Context: an optimization exercise on an open-source flow, tuned for small area, a short achievable clock period and few clock cycles. The choices shown serve that exercise and are no tape-out recipe.
Function was checked by simulation only, so behaviour that the tests miss may differ from the original.
Power is estimated from default activity; no workload was simulated.

## flow/run.sh

```bash
#!/bin/bash
# synth_recipe.tcl (not shown) runs the flow's synth.tcl, then flattens the netlist and writes it again
# the make line also repeats each setting of config.mk as NAME=value (left out here)
make -C /OpenROAD-flow-scripts/flow DESIGN_CONFIG=/design/flow/config.mk WORK_HOME=/design/flow/orfs CLKGATE_MAP_FILE= SYNTH_SCRIPT=/design/flow/synth_recipe.tcl finish
```

## flow/config.mk

```make
export PLATFORM = sky130hd
export DESIGN_NAME = polygon_fan_triangle_indexer
export DESIGN_NICKNAME = polygon_fan_triangle_indexer
export VERILOG_FILES = /design/flow/design.v
export SDC_FILE = /design/flow/constraint.sdc
export NUM_CORES = 4
export LEC_CHECK = 0
export CAP_MARGIN = 20
export CORE_MARGIN = 2
export CORE_UTILIZATION = 40
export SLEW_MARGIN = 20
```

## flow/constraint.sdc

```tcl
create_clock -name core_clock -period 4.0 [get_ports {clk}]
set_input_delay 0.8000 -clock core_clock [delete_from_list [all_inputs] [get_ports {clk}]]
set_output_delay 0.8000 -clock core_clock [all_outputs]
set_load 0.01 [all_outputs]
```

## flow/design.v

```verilog
`default_nettype none
package pfti_pkg;
    localparam int IndexBits = 31;
    localparam int CountBits = 16;
    localparam int FaceBits  = 30;
    localparam int PaddrBits = 3;
    localparam int PdataBits = 32;
    localparam logic [PaddrBits-1:0] CfgAddrFlip = 3'd0;
    localparam logic FuncHeader = 1'b0;
    localparam logic FuncVertex = 1'b1;
    localparam logic [1:0] HideNone  = 2'd0;
    localparam logic [1:0] HideFirst = 2'd1;
    localparam logic [1:0] HideLast  = 2'd2;
    localparam logic [1:0] HideBoth  = 2'd3;
    localparam int ItemBits = 1 + CountBits + 1 + IndexBits;
    localparam int ResultBits = 3 * IndexBits + FaceBits + 2 + IndexBits;
    localparam logic [1:0] FAN_SINGLE = 2'd0;
    localparam logic [1:0] FAN_FIRST  = 2'd1;
    localparam logic [1:0] FAN_MIDDLE = 2'd2;
    localparam logic [1:0] FAN_LAST   = 2'd3;
    localparam int JobBits = 3 * IndexBits + FaceBits + 2 + IndexBits + CountBits;
endpackage
`default_nettype wire
`default_nettype none
module polygon_fan_triangle_indexer (
    input  wire                                  clk,
    input  wire                                  rst_n,
    input  wire                                  item_valid,
    output logic                                 item_ready,
    input  wire [pfti_pkg::ItemBits-1:0]         item_data,
    output logic                                 result_valid,
    input  wire                                  result_ready,
    output logic [pfti_pkg::ResultBits-1:0]      result_data,
    input  wire                                  psel,
    input  wire                                  penable,
    input  wire                                  pwrite,
    input  wire [pfti_pkg::PaddrBits-1:0]        paddr,
    input  wire [pfti_pkg::PdataBits-1:0]        pwdata,
    output logic [pfti_pkg::PdataBits-1:0]       prdata,
    output logic                                 pready
);
    localparam int IndexBits = pfti_pkg::IndexBits;
    localparam int CountBits = pfti_pkg::CountBits;
    localparam int FaceBits  = pfti_pkg::FaceBits;
    logic flip_reg;
    logic cfg_write;
    assign pready    = 1'b1;
    assign cfg_write = psel && penable && pwrite && (paddr == pfti_pkg::CfgAddrFlip);
    assign prdata    = {31'b0, flip_reg && (paddr == pfti_pkg::CfgAddrFlip)};
    always_ff @(posedge clk or negedge rst_n)
    begin
        if (!rst_n)
            flip_reg <= 1'b0;
        else if (cfg_write)
            flip_reg <= pwdata[0];
    end
    logic                 item_func;
    logic [CountBits-1:0] item_count;
    logic                 item_hole;
    logic [IndexBits-1:0] item_index;
    assign {item_func, item_count, item_hole, item_index} = item_data;
    logic                 seen_reg;
    logic [FaceBits-1:0]  face_reg;
    logic [IndexBits-1:0] base_reg;
    logic [CountBits-1:0] size_reg;
    logic [CountBits-1:0] pos_reg;
    logic                 hole_reg;
    logic [IndexBits-1:0] origin_reg;
    logic [IndexBits-1:0] prev_reg;      
    logic [IndexBits-1:0] prev2_reg;     
    logic [1:0]           hide_reg;      
    logic                 pend_reg;      
    logic live;
    logic take_header;
    logic take_vertex;
    logic emit;
    logic hold;
    assign live = seen_reg && (pos_reg < size_reg);
    assign hold = pend_reg && !result_ready;
    assign item_ready = !hold || (item_func == pfti_pkg::FuncVertex && !live);
    assign take_header = item_valid && !hold && item_func == pfti_pkg::FuncHeader;
    assign take_vertex = item_valid && !hold && item_func == pfti_pkg::FuncVertex && live;
    assign emit        = take_vertex && (pos_reg >= CountBits'(2))
                      && (size_reg >= CountBits'(3)) && !hole_reg;
    logic [1:0] hide_next;
    always_comb
    begin
        if (size_reg == CountBits'(3))
            hide_next = pfti_pkg::HideNone;
        else if (pos_reg == CountBits'(2))
            hide_next = pfti_pkg::HideFirst;
        else if (pos_reg == size_reg - CountBits'(1))
            hide_next = pfti_pkg::HideLast;
        else
            hide_next = pfti_pkg::HideBoth;
    end
    always_ff @(posedge clk or negedge rst_n)
    begin
        if (!rst_n)
        begin
            seen_reg <= 1'b0;
            face_reg <= '0;
            base_reg <= '0;
            pend_reg <= 1'b0;
        end
        else
        begin
            if (take_header)
            begin
                seen_reg <= 1'b1;
                if (seen_reg)
                begin
                    face_reg <= face_reg + FaceBits'(1);
                    base_reg <= base_reg + IndexBits'(size_reg);
                end
            end
            if (!hold)
                pend_reg <= emit;
        end
    end
    always_ff @(posedge clk)
    begin
        if (take_header)
        begin
            size_reg <= item_count;
            hole_reg <= item_hole;
            pos_reg  <= '0;
        end
        if (take_vertex)
        begin
            pos_reg   <= pos_reg + CountBits'(1);
            prev_reg  <= item_index;
            prev2_reg <= prev_reg;
            if (pos_reg == '0)
                origin_reg <= item_index;
            hide_reg  <= hide_next;
        end
    end
    logic [IndexBits-1:0] o, u, v;
    logic [IndexBits-1:0] corner_a, corner_b, corner_c;
    logic [IndexBits-1:0] edge_number;
    assign o = origin_reg;
    assign u = prev2_reg;
    assign v = prev_reg;
    always_comb
    begin
        corner_a = o;
        corner_b = flip_reg ? u : v;
        corner_c = flip_reg ? v : u;
        edge_number = base_reg + IndexBits'(pos_reg) - IndexBits'(2);
        case (hide_reg)
            pfti_pkg::HideNone:
                edge_number = base_reg;
            pfti_pkg::HideFirst:
                if (flip_reg)
                begin
                    corner_a = u;
                    corner_b = v;
                    corner_c = o;
                end
            pfti_pkg::HideLast:
                if (flip_reg)
                begin
                    corner_a = v;
                    corner_b = o;
                    corner_c = u;
                end
            default: ;
        endcase
    end
    assign result_valid = pend_reg;
    assign result_data  = {corner_a, corner_b, corner_c, face_reg, hide_reg, edge_number};
endmodule
`default_nettype wire
```

==> metrics.csv <==
stage,metric,value,unit
status,status,finished with violations,
status,Layout Check Failures,setup timing,
synth,compound-cell area share of the yosys netlist,25.42,%
grt,vias in the first global route,11752,
floorplanning,Die Span X,192.6,um
synth,multiplexer share of the synthesized area,0.6858,%
synth,simple-gate area share of the yosys netlist,13.23,%
grt,first-pass GRT wire length,62040,um
cts,Num CTS Buffers,17,
place,# port buffers,218,
synth,Synth Area in Adders,8.986,%
timing,RSZ-0062 raised after global routing,true,
synth,commonest register cell after synthesis,edfxtp_1,
timing,period utilisation layout,105.0,%
floorplanning,Die Ht,192.6,um
synth,#FFs+latches synth,192,
grt,largest net degree at the start of global routing,97,
setup_path,Startpoint Class,flip-flop,
finish,"commonest non-fill, non-tap cell in the layout",clkdlybuf4s50_1,
hold_path,Min-Delay Path Class,input pin to asynchronous set/reset pin,
finish,fin cells,2288,
routing,via count,12418,
timing,Rel. slew slack,39.19,%
floorplanning,DIE AREA,37100,sq um
finish,synthesis-to-layout area growth,30.90,%
timing,Final Setup Violations,21,
floorplanning,total core area,35310,sq um
timing,Final Max Slew Viols,0,
power_and_ir_drop,pwr/cell area,573.3,nW/um^2
setup_path,CP Capture Type,output pin,
routing,via/cell ratio,5.427,
setup_path,CP Cell Sequence,"inv_2, ha_4, inv_2, ha_4, fa_2, a211oi_2, nor2_2, o31ai_2, buf_4, buf_6, o211ai_1, buf_4, nand2b_1, nand2_1, xnor2_1, o21ai_0, buf_2",
cts,CTS Buffer Depth,2,
routing,1st-pass router iterations,5,
cts,clock latency (worst-skew pair),440,ps
grt,"Remaining Overflow, GRT",0,
floorplanning,Cell Rows,69,
timing,worst hold slack,469.3,ps
synth,Synth cell types,66,
cts,CTS root buf,clkbuf_16,
synth,sequential element share of the synthesized area,38.27,%
synth,"area leader, netlist",edfxtp_1,
setup_path,CP max stage cell,fa_2,
finish,layout cell share with drive strength beyond 1,15.41,%
cts,H-tree levels,4,
setup_path,CP max FO,2,
floorplanning,I/O Pins,282,
cts,clock sinks,192,
setup_path,type of the worst setup path,flip-flop to output pin,
timing,Final Hold Fails,0,
synth,Synth top area share,27.01,%
place,placement-stage cell area,17500,sq um
place,HPWL Detailed,28630,um
routing,Post-DRT Antenna Nets,0,
finish,most frequent cells in the layout,"191 x clkdlybuf4s50_1, 128 x edfxtp_1, 110 x nand2_1",
routing,DRC Markers,0,
timing,Setup TNS,-2505,ps
synth,"FFs w/ async S/R, synth",33.33,%
setup_path,WP data arrival,3400,ps
place,Placed Cells,2236,
finish,post-route cell area,18630,sq um
routing,wire per inst,17.57,um
finish,nets@finish,2003,
cts,Worst-path clk slew,70,ps
routing,Total Wirelength,40200,um
synth,"Cell Area, Synth",14230,sq um
grt,gr usage total,21.16,%
routing,Initial DRC Count,705,
setup_path,crit-path max cell delay,370,ps
synth,main combinational cell family by area after synthesis,compound AO/OA/AOI/OAI gates,
synth,"EDFF count, synth",128,
floorplanning,Initial Util,40.30,%
grt,initial antenna violation count,2,
setup_path,Crit path required time,3200,ps
timing,post-layout minimum cycle time,4200,ps
run,maxcap violations,0,
power_and_ir_drop,maximum VDD drop,741.1,uV
place,global placement routability congestion,0.8497,
cts,CTS tree,done,
timing,FMAX,0.2381,GHz
timing,Least-Margin Pin Slew,912.1,ps
synth,Area contributors post-synth,"edfxtp_1 27%, dfrtp_1 11%, ha_1 8.7%",
synth,xor/xnor share of the synthesized area,6.709,%
synth,Post-Synthesis Cells,1531,
timing,Final Skew,14.25,ps
finish,Util after Layout,52.75,%
power_and_ir_drop,leakage,0.007526,uW
synth,Mapped Avg Cell Area,9.295,sq um
synth,Synthesis Warnings,1,
timing,final worst slack,-200.2,ps
==> layer usage <==
layer	part of all wire [%]	global-route usage (%)	vias up	wire length (um)
met4	1.6	6.577	0	663
met3	5.4	3.728	35	2156
li1	-	-	6108	-
met2	49	36.04	328	19770
met5	0	0	-	0
met1	44	27.25	5947	17620
==> cells in the mapped netlist (30+ instances only) <==
| cell type | number |
|---|---|
| a211oi_1 | 74 |
| a21o_1 | 86 |
| a21oi_1 | 109 |
| a22o_1 | 64 |
| a22oi_1 | 63 |
| buf_4 | 32 |
| clkbuf_1 | 67 |
| dfrtp_1 | 64 |
| edfxtp_1 | 128 |
| ha_1 | 99 |
| inv_1 | 109 |
| nand2_1 | 111 |
| nor2_1 | 69 |
| nor2b_1 | 67 |
| o21ai_0 | 72 |
| xnor2_1 | 79 |
| xor2_1 | 30 |
==> path summary, 6_finish.rpt <==
check                              from               to  slack, ps  cells after the start
setup reg to reg             pos_reg[6]    prev2_reg[24]        650                     12
max in group asynchronous         rst_n     face_reg[18]       2700                      2
min in group core_clock    face_reg[29]     face_reg[29]        480                      1
hold / removal                    rst_n     base_reg[22]        470                      1
setup / recovery             pos_reg[1]  result_data[25]       -200                     17
hold reg to reg            face_reg[29]     face_reg[29]        480                      1
==> worst max-delay path: cells and delay by family, from the launching register on <==
kind,cells,cell delay [ps]
buffers and inverters,6,690
AOI/OAI and AO/OA,4,760
DFF,1,360
adders and majority gates,3,780
and+or+nand+nor,3,210
xor gates and xnor gates,1,150
==> metrics by stage <==
step | total power, uW | worst slack (ps)
6_report | 10680 | -200.2
4_1_cts | 10410 | -318.0
3_5_place_dp | 8437 | -366.6
5_1_grt | 11450 | -457.4
3_3_place_gp | 8373 | -341.8
2_1_floorplan | 5741 | 29.19
==> report_power, final <==
group	leakage (uW)	switching (uW)	internal [uW]	total, uW
registers	0.00199	204	2330	2530
clock network	0.000277	805	953	1760
logic	0.00526	3280	3110	6390
==> cell type report <==
cell class                 instances  area, sq um
timing repair buffer             342         3156
clock buffer                      20        446.7
fill                            3225        16680
clock inverter                    12        150.1
antenna                            3        7.507
tap                              461        576.8
inverter                         109        421.7
sequential                       192         5449
multi-input combinational       1149         8419
==> repair_timing <==
| item | 4_1_cts | 5_1_grt |
|---|---|---|
| endpoints found under the setup margin | 26 | 26 |
| gates resized for setup | 167 | 48 |
| pin swaps | 39 | 35 |
| hold buffers | 0 | 0 |
| buffers inserted | 13 | 8 |
==> kinds of logic after synthesis <==
kind of cell | count (synthesis)
buf+inv | 220
simple gates | 369
other cells | 2
flops | 192
mux | 9
xor+xnor | 109
compound gates | 529
fa+ha+maj | 101
Testbench counts, summed over its fixed seeds: cycles 38,260.

==> port drivers added, routing unchanged <==
No port has a modelled driver above. Below, the same layout with a new extraction and two added sets of constraints.
Step 1 (the two cells are an assumption about what drives the block):
set clk [get_ports {clk}]
set_driving_cell -lib_cell sky130_fd_sc_hd__clkbuf_16 $clk
set_driving_cell -lib_cell sky130_fd_sc_hd__buf_2 [delete_from_list [all_inputs] $clk]
Step 2 also shifts input and output timing later by t, the mid clock arrival at the registers, as if the neighbouring blocks saw the same clock.
a / b / c = ideal ports / drivers / drivers and shift; a / b = the first two.
t (ns): 0.492
setup slack, ns: -0.200 / -0.254 / 0.238
hold slack, ns: 0.469 / 0.438 / 0.483
cell pins on the clock port's net: 1
For this run, drivers alone change the setup slack by -0.054 ns; drivers and shift together by +0.438 ns.
